This design comes from an exercise in tuning for small area, a short achievable clock period and few clock cycles per item on the open sky130 flow, not from production work.
Function was checked by simulation only, so behaviour that the tests miss may differ from the original.
Power figures rest on the tool's default switching activity, not on a simulated workload.

==> 10-12: inputs <==
==> flow/design.v <==
module sobel_stream_filter #(
  parameter int IMG_W = 224,
  parameter int IMG_H = 224,
  parameter int PIX_W = 8,
  parameter int SHIFT = 3
) (
  input  logic             fclk,
  input  logic             rst_n,
  input  logic             in_valid,
  output logic             in_ready,
  input  logic [PIX_W-1:0] in_pixel,
  input  logic             in_sof,
  output logic             out_valid,
  input  logic             out_ready,
  output logic [PIX_W-1:0] out_pixel,
  output logic             out_last,
  input  logic [1:0]       mode,
  input  logic [PIX_W+2:0] threshold
);
  localparam int CW   = (IMG_W > 1) ? $clog2(IMG_W) : 1;
  localparam int RW   = (IMG_H > 1) ? $clog2(IMG_H) : 1;
  localparam int NTAP = 4;                   
  localparam int TSP  = IMG_W / NTAP;        
  localparam int FW   = $clog2(TSP);         
  localparam int TW   = $clog2(NTAP);        
  localparam int SW   = 2 * PIX_W;           
  localparam int XW   = PIX_W + 2;           
  localparam int YW   = PIX_W + 1;           
  localparam int GW   = PIX_W + 3;           
  localparam int AW   = PIX_W + 2;           
  localparam int MW   = PIX_W + 3;           
  localparam int TH   = PIX_W + 3;           
  localparam int IQN  = 3;                   
  localparam int IW   = PIX_W + 3;           
  localparam int QN   = 4;                   
  localparam int KW = 12;
  function automatic logic [KW-1:0] ksadd(input logic [KW-1:0] a, input logic [KW-1:0] b,
                                          input logic cin);
    logic [KW-1:0] g, p, gn, pn;
    g    = a & b;
    p    = a ^ b;
    g[0] = g[0] | (p[0] & cin);
    for (int d = 1; d < KW; d = d * 2) begin
      gn = g;
      pn = p;
      for (int i = d; i < KW; i++) begin
        gn[i] = g[i] | (p[i] & g[i - d]);
        pn[i] = p[i] & p[i - d];
      end
      g = gn;
      p = pn;
    end
    ksadd = (a ^ b) ^ {g[KW-2:0], cin};
  endfunction
  logic           in_ready_q;
  logic [IQN-1:0] iv;                        
  logic [IW-1:0]  id [0:IQN-1];
  logic [IW-1:0]  inw;
  logic           acc, go;
  assign in_ready = in_ready_q;
  assign acc      = in_valid && in_ready_q && rst_n;
  assign inw      = {mode, in_sof, in_pixel};
  always_ff @(posedge fclk) begin
    if (!rst_n) begin
      iv <= '0;
    end else begin
      for (int i = 0; i < IQN; i++) begin
        if (go) begin
          if (i + 1 < IQN && iv[i + 1]) iv[i] <= 1'b1;
          else if (acc && iv[i])        iv[i] <= 1'b1;
          else                          iv[i] <= 1'b0;
        end else begin
          if (acc && !iv[i] && (i == 0 || iv[i - 1])) iv[i] <= 1'b1;
        end
      end
    end
  end
  always_ff @(posedge fclk) begin
    for (int i = 0; i < IQN; i++) begin
      if (go) begin
        if (i + 1 < IQN && iv[i + 1]) id[i] <= id[i + 1];
        else if (iv[i])               id[i] <= inw;
      end else begin
        if (!iv[i] && (i == 0 || iv[i - 1])) id[i] <= inw;
      end
    end
  end
  always_ff @(posedge fclk) begin
    if (!rst_n)  in_ready_q <= 1'b1;
    else if (go) in_ready_q <= !(in_ready_q && iv[IQN - 1]);
    else         in_ready_q <= in_ready_q ? !iv[IQN - 2] : !iv[IQN - 1];
  end
  logic [PIX_W-1:0] hpix;
  logic             hsof;
  logic [1:0]       hmode;
  assign {hmode, hsof, hpix} = id[0];
  logic [CW-1:0] col_q, col_cur, col_nx;
  logic [RW-1:0] row_q, row_cur, row_nx;
  logic          c00_q, cge2_q, cend_q, rge2_q, rend_q, r00_q;
  logic          at00, emit, last_pix, room;
  logic [1:0]    mode_q;
  assign at00     = hsof || (c00_q && r00_q);
  assign emit     = !hsof && rge2_q && cge2_q;
  assign last_pix = !hsof && rend_q && cend_q;
  assign col_cur  = hsof ? '0 : col_q;
  assign row_cur  = hsof ? '0 : row_q;
  assign col_nx   = (!hsof && cend_q) ? '0 : col_cur + CW'(1);
  assign row_nx   = (!hsof && cend_q) ? (rend_q ? '0 : row_q + RW'(1)) : row_cur;
  always_ff @(posedge fclk) begin
    if (!rst_n) begin
      col_q  <= '0;
      row_q  <= '0;
      c00_q  <= 1'b1;
      r00_q  <= 1'b1;
      cge2_q <= 1'b0;
      rge2_q <= 1'b0;
      cend_q <= 1'b0;
      rend_q <= 1'b0;
      mode_q <= '0;
    end else if (go) begin
      if (hsof) mode_q <= hmode;
      col_q  <= col_nx;
      row_q  <= row_nx;
      c00_q  <= col_nx == '0;
      r00_q  <= row_nx == '0;
      cge2_q <= col_nx >= CW'(2);
      rge2_q <= row_nx >= RW'(2);
      cend_q <= col_nx == CW'(IMG_W - 1);
      rend_q <= row_nx == RW'(IMG_H - 1);
    end
  end
  logic [FW-1:0]   ef_q;                     
  logic [TW-1:0]   et_q;                     
  logic            ez_q;                     
  logic [NTAP-1:0] tsel;
  assign go = iv[0] && room && (at00 || ez_q);
  always_ff @(posedge fclk) begin
    if (!rst_n) begin
      ef_q <= '0;
      et_q <= '0;
      ez_q <= 1'b1;
    end else if (go) begin
      if (at00) begin
        ef_q <= '0;
        et_q <= '0;
        ez_q <= 1'b1;
      end
    end else begin
      if (ef_q == FW'(TSP - 1)) begin
        ef_q <= '0;
        et_q <= et_q + TW'(1);
      end else begin
        ef_q <= ef_q + FW'(1);
      end
      ez_q <= ef_q == FW'(TSP - 1);
    end
  end
  always_comb begin
    tsel = '0;
    if (at00) tsel[0] = 1'b1;
    else      tsel[et_q] = 1'b1;
  end
  logic [SW-1:0]    ring [0:IMG_W-1];
  logic [SW-1:0]    rd;
  logic [PIX_W-1:0] pa, pb, pc;              
  always_comb begin
    rd = '0;
    for (int j = 0; j < NTAP; j++) rd = rd | (ring[j * TSP] & {SW{et_q == TW'(j)}});
  end
  assign pa = rd[PIX_W-1:0];
  assign pb = rd[SW-1:PIX_W];
  assign pc = hpix;
  always_ff @(posedge fclk) begin
    for (int k = 0; k < IMG_W; k++) begin
      if (k % TSP == 1 % TSP && go && tsel[k / TSP])
        ring[k] <= {hpix, ring[k - 1][SW-1:PIX_W]};
      else
        ring[k] <= ring[(k + IMG_W - 1) % IMG_W];
    end
  end
  logic        [XW-1:0] x0, x1, x2, xs, xc, xb;
  logic signed [YW-1:0] y0, y1, y2;
  assign xb = XW'(pb) << 1;
  assign xs = XW'(pa) ^ xb ^ XW'(pc);
  assign xc = ((XW'(pa) & xb) | (XW'(pa) & XW'(pc)) | (xb & XW'(pc))) << 1;
  always_ff @(posedge fclk) begin
    if (go) begin
      x0 <= XW'(ksadd(KW'(xs), KW'(xc), 1'b0));
      y0 <= YW'(ksadd(KW'(pc), KW'(~{1'b0, pa}), 1'b1));
      x1 <= x0;
      x2 <= x1;
      y1 <= y0;
      y2 <= y1;
    end
  end
  logic       vA, lastA, vB, lastB;
  logic [1:0] modeA, modeB;
  always_ff @(posedge fclk) begin
    if (!rst_n) begin
      vA <= 1'b0;
      vB <= 1'b0;
    end else begin
      vA <= go && emit;
      vB <= vA;
    end
    lastA <= last_pix;
    modeA <= mode_q;
    lastB <= lastA;
    modeB <= modeA;
  end
  logic [GW-1:0] gx, ngx, gy, ys, yc, ya, yb, yd;
  logic [AW-1:0] axB, aycB;
  logic          syB;
  logic [KW-1:0] x0e, x2e;
  assign x0e = KW'(x0);
  assign x2e = KW'(x2);
  assign gx  = GW'(ksadd(x0e, ~x2e, 1'b1));
  assign ngx = GW'(ksadd(x2e, ~x0e, 1'b1));
  assign ya  = {{2{y0[YW-1]}}, y0};
  assign yb  = {y1[YW-1], y1, 1'b0};
  assign yd  = {{2{y2[YW-1]}}, y2};
  assign ys  = ya ^ yb ^ yd;
  assign yc  = ((ya & yb) | (ya & yd) | (yb & yd)) << 1;
  assign gy  = GW'(ksadd(KW'(ys), KW'(yc), 1'b0));
  always_ff @(posedge fclk) begin
    axB  <= gx[GW-1] ? ngx[AW-1:0] : gx[AW-1:0];
    aycB <= gy[AW-1:0] ^ {AW{gy[GW-1]}};
    syB  <= gy[GW-1];
  end
  logic [TH-1:0]    thr_q;
  logic [TH:0]      thn, cs, cc;
  logic [MW-1:0]    mag, ay, sel;
  logic [TH:0]      cmp;
  logic [PIX_W-1:0] res;
  always_ff @(posedge fclk) thr_q <= threshold;
  assign thn = ~{1'b0, thr_q};
  assign mag = MW'(ksadd(KW'(axB), KW'(aycB), syB));
  assign ay  = MW'(ksadd(KW'(aycB), '0, syB));
  assign cs  = (TH+1)'(axB) ^ (TH+1)'(aycB) ^ thn;
  assign cc  = {((TH+1)'(axB) & (TH+1)'(aycB)) | ((TH+1)'(axB) & thn) | ((TH+1)'(aycB) & thn), syB};
  assign cmp = (TH+1)'(ksadd(KW'(cs), KW'(cc[TH:0]), 1'b1));
  always_comb begin
    case (modeB)
      2'd2:    sel = MW'(axB);
      2'd3:    sel = ay;
      default: sel = mag;
    endcase
    if (modeB == 2'd1) res = {PIX_W{!cmp[TH]}};
    else               res = sel[SHIFT +: PIX_W];
  end
  logic [QN-1:0]  qv;                        
  logic [PIX_W:0] qd [0:QN-1];
  logic           pop;
  assign pop = qv[0] && out_ready;
  always_ff @(posedge fclk) begin
    if (!rst_n) begin
      qv <= '0;
    end else begin
      for (int i = 0; i < QN; i++) begin
        if (pop) begin
          if (i + 1 < QN && qv[i + 1]) qv[i] <= 1'b1;
          else if (vB && qv[i])        qv[i] <= 1'b1;
          else                         qv[i] <= 1'b0;
        end else begin
          if (vB && !qv[i] && (i == 0 || qv[i - 1])) qv[i] <= 1'b1;
        end
      end
    end
  end
  always_ff @(posedge fclk) begin
    for (int i = 0; i < QN; i++) begin
      if (pop) begin
        if (i + 1 < QN && qv[i + 1]) qd[i] <= qd[i + 1];
        else if (qv[i])              qd[i] <= {lastB, res};
      end else begin
        if (!qv[i] && (i == 0 || qv[i - 1])) qd[i] <= {lastB, res};
      end
    end
  end
  logic [PIX_W:0] oq, head_nx;
  always_comb begin
    if (pop) head_nx = (qv[1]) ? qd[1] : {lastB, res};
    else     head_nx = (qv[0]) ? qd[0] : {lastB, res};
  end
  always_ff @(posedge fclk) oq <= head_nx;
  assign out_valid = qv[0];
  assign out_pixel = oq[PIX_W-1:0];
  assign out_last  = oq[PIX_W];
  assign room = !qv[QN - 1 - (2'(vA) + 2'(vB))];
endmodule
==> flow/flow/run.sh <==
#!/bin/bash
set -euo pipefail
bash standard.sh finish SETUP_SLACK_MARGIN=7.2 > make_finish.log 2>&1
==> flow/standard.sh <==
#!/bin/bash
# synth_recipe.tcl (not shown) runs the flow's synth.tcl, then flattens the netlist and writes it again
# the make line also repeats each setting of config.mk as NAME=value (left out here)
make -C /OpenROAD-flow-scripts/flow DESIGN_CONFIG=/design/flow/config.mk WORK_HOME=/design/flow/orfs CLKGATE_MAP_FILE= SYNTH_SCRIPT=/design/flow/synth_recipe.tcl "${@:-finish}"
==> flow/config.mk <==
export PLATFORM = sky130hd
export DESIGN_NAME = sobel_stream_filter
export DESIGN_NICKNAME = sobel_stream_filter
export VERILOG_FILES = /design/flow/design.v
export SDC_FILE = /design/flow/constraint.sdc
export NUM_CORES = 4
export LEC_CHECK = 0
export ABC_CLOCK_PERIOD_IN_PS = 2000
export CAP_MARGIN = 20
export CORE_MARGIN = 2
export CORE_UTILIZATION = 60
export CTS_CLUSTER_DIAMETER = 100
export CTS_CLUSTER_SIZE = 25
export SETUP_SLACK_MARGIN = 5
export SLEW_MARGIN = 20
==> flow/constraint.sdc <==
create_clock -name core_clock -period 10.0 [get_ports {fclk}]
set_input_delay 2.0000 -clock core_clock [delete_from_list [all_inputs] [get_ports {fclk}]]
set_output_delay 2.0000 -clock core_clock [all_outputs]
set_load 0.01 [all_outputs]
==> 12-02 (differences from 10-12) <==
--- a/flow/design.v
+++ b/flow/design.v
@@ -32,3 +32,3 @@
   localparam int TH   = PIX_W + 3;           
-  localparam int IQN  = 3;                   
+  localparam int IQN  = 2;                   
   localparam int IW   = PIX_W + 3;           
@@ -59,3 +59,4 @@
   logic           acc, go;
-  assign in_ready = in_ready_q;
+  assign in_ready   = ir_port;
+  assign in_ready_q = !nir_q;
   assign acc      = in_valid && in_ready_q && rst_n;
@@ -87,6 +88,11 @@
   end
-  always_ff @(posedge fclk) begin
-    if (!rst_n)  in_ready_q <= 1'b1;
-    else if (go) in_ready_q <= !(in_ready_q && iv[IQN - 1]);
-    else         in_ready_q <= in_ready_q ? !iv[IQN - 2] : !iv[IQN - 1];
+  logic ir_nx, ir_port, nir_q;
+  always_comb begin
+    if (!rst_n)  ir_nx = 1'b1;
+    else if (go) ir_nx = !(in_ready_q && iv[IQN - 1]);
+    else         ir_nx = in_ready_q ? !iv[IQN - 2] : !iv[IQN - 1];
+  end
+  always_ff @(posedge fclk) begin
+    nir_q   <= !ir_nx;
+    ir_port <= ir_nx;
   end
@@ -285,3 +291,5 @@
   always_ff @(posedge fclk) oq <= head_nx;
-  assign out_valid = qv[0];
+  logic ov;
+  always_ff @(posedge fclk) ov <= rst_n && (vB || (pop ? qv[1] : qv[0]));
+  assign out_valid = ov;
   assign out_pixel = oq[PIX_W-1:0];
==> flow/flow/run.sh (replaced) <==
#!/bin/bash
set -euo pipefail
bash standard.sh finish SETUP_SLACK_MARGIN=6.9 > make_finish.log 2>&1
--- a/flow/config.mk
+++ b/flow/config.mk
@@ -7,3 +7,3 @@
 export LEC_CHECK = 0
-export ABC_CLOCK_PERIOD_IN_PS = 2000
+export ABC_CLOCK_PERIOD_IN_PS = 3000
 export CAP_MARGIN = 20
@@ -12,3 +12,3 @@
 export CTS_CLUSTER_DIAMETER = 100
-export CTS_CLUSTER_SIZE = 25
+export CTS_CLUSTER_SIZE = 28
 export SETUP_SLACK_MARGIN = 5
==> 04-17 (differences from 10-12) <==
--- a/flow/design.v
+++ b/flow/design.v
@@ -32,5 +32,5 @@
   localparam int TH   = PIX_W + 3;           
-  localparam int IQN  = 3;                   
+  localparam int IQN  = 2;                   
   localparam int IW   = PIX_W + 3;           
-  localparam int QN   = 4;                   
+  localparam int QN   = 3;                   
   localparam int KW = 12;
@@ -59,3 +59,4 @@
   logic           acc, go;
-  assign in_ready = in_ready_q;
+  assign in_ready   = ir_port;
+  assign in_ready_q = !nir_q;
   assign acc      = in_valid && in_ready_q && rst_n;
@@ -87,6 +88,11 @@
   end
-  always_ff @(posedge fclk) begin
-    if (!rst_n)  in_ready_q <= 1'b1;
-    else if (go) in_ready_q <= !(in_ready_q && iv[IQN - 1]);
-    else         in_ready_q <= in_ready_q ? !iv[IQN - 2] : !iv[IQN - 1];
+  logic ir_nx, ir_port, nir_q;
+  always_comb begin
+    if (!rst_n)  ir_nx = 1'b1;
+    else if (go) ir_nx = !(in_ready_q && iv[IQN - 1]);
+    else         ir_nx = in_ready_q ? !iv[IQN - 2] : !iv[IQN - 1];
+  end
+  always_ff @(posedge fclk) begin
+    nir_q   <= !ir_nx;
+    ir_port <= ir_nx;
   end
@@ -285,6 +291,11 @@
   always_ff @(posedge fclk) oq <= head_nx;
-  assign out_valid = qv[0];
+  logic ov;
+  always_ff @(posedge fclk) ov <= rst_n && (vB || (pop ? qv[1] : qv[0]));
+  assign out_valid = ov;
   assign out_pixel = oq[PIX_W-1:0];
   assign out_last  = oq[PIX_W];
-  assign room = !qv[QN - 1 - (2'(vA) + 2'(vB))];
+  logic [1:0] inflight;
+  assign inflight = 2'(vA) + 2'(vB);
+  assign room     = pop ? (inflight == 2'd0 || !qv[QN - inflight])
+                        : !qv[QN - 1 - inflight];
 endmodule
--- a/flow/config.mk
+++ b/flow/config.mk
@@ -12,3 +12,3 @@
 export CTS_CLUSTER_DIAMETER = 100
-export CTS_CLUSTER_SIZE = 25
+export CTS_CLUSTER_SIZE = 30
 export SETUP_SLACK_MARGIN = 5
==> run summary <==
- Clock power: 04-17 is lower than 10-12 (about 7%).
- In 04-17 the clock skew is higher than in 10-12, by 0.0055 ns.
- Routed wire length: 12-02 < 10-12 < 04-17.
- In 12-02 the register-to-register slack is higher than in 04-17, by 0.03 ns.
- Sequential share of layout area: 04-17 < 10-12 < 12-02.
- Critical path depth: 12-02 is lower than 10-12 (1).
==> figures <==
|  | 12-02 | 04-17 | 10-12 |
|---|---|---|---|
| Outcome | timing/DRC/antenna clean | timing/DRC/antenna clean | timing/DRC/antenna clean |
| Net switching fraction of the power | 20.5% | 20.8% | 20.6% |
| Static leakage | 36.2 nW | 37.1 nW | 36.9 nW |
| Met1 Wirelength | 52.5 mm | 55.6 mm | 54.2 mm |
| Die W | 377 um | 377 um | 379 um |
| End point of the worst hold path | ring[55][13] | ring[172][0] | ring[21][8] |
| Worst-case register-to-register setup slack | 6.82 ns | 6.79 ns | 6.95 ns |
| Adder and majority cell fraction of the synthesized area | 1.85% | 1.88% | 1.84% |
| First-pass GRT wire length | 153 mm | 161 mm | 160 mm |
| Count of flip-flops with a built-in enable after synthesis | 112 | 103 | 123 |
| Fraction of standard cell area in multi-input logic | 7.02% | 8.34% | 7.83% |
| Clock input transition at the sequential cells of the worst setup and hold paths | 0.11 ns | 0.11 ns | 0.10 ns |
| Part of the total power dissipated in combinational logic | 4.9% | 6.1% | 5.6% |
Testbench counts of 10-12, summed over its fixed seeds: cycles 401,428, pixels 394,272.
Testbench counts of 12-02, summed over its fixed seeds: cycles 401,428, pixels 394,272.
Testbench counts of 04-17, summed over its fixed seeds: cycles 401,428, pixels 394,272.

==> re-timing with driven ports <==
How much do the figures lean on ideal ports? The routed layouts below were timed once more, with nothing changed but the port constraints. Step 1: set_driving_cell puts a clkbuf_16 on fclk and a buf_2 on each other input, an assumption about the parent block. Step 2 moves the port delays by t, midway between the first and last clock arrival at a register: inputs arrive t later, outputs are due t later. That takes back most of the time a late clock gives input paths. a / b / c = ideal ports / drivers / drivers and shift; a / b = the first two.
run	shift t [ns]	setup WS [ns]	hold slack, ns	worst setup path after step 2	worst slew at a driven data input, ns
10-12	0.872	6.600 / 6.525 / 6.399	0.307 / 0.307 / 0.307	input to register	0.09
12-02	0.845	6.751 / 6.681 / 6.190	0.318 / 0.318 / 0.318	input to register	0.17
04-17	0.858	6.703 / 6.630 / 5.939	0.305 / 0.305 / 0.305	input to register	0.06
After both steps every run listed still meets setup and hold. For 04-17, which loses most, drivers alone change the setup slack by -0.073 ns; drivers and shift together by -0.764 ns.
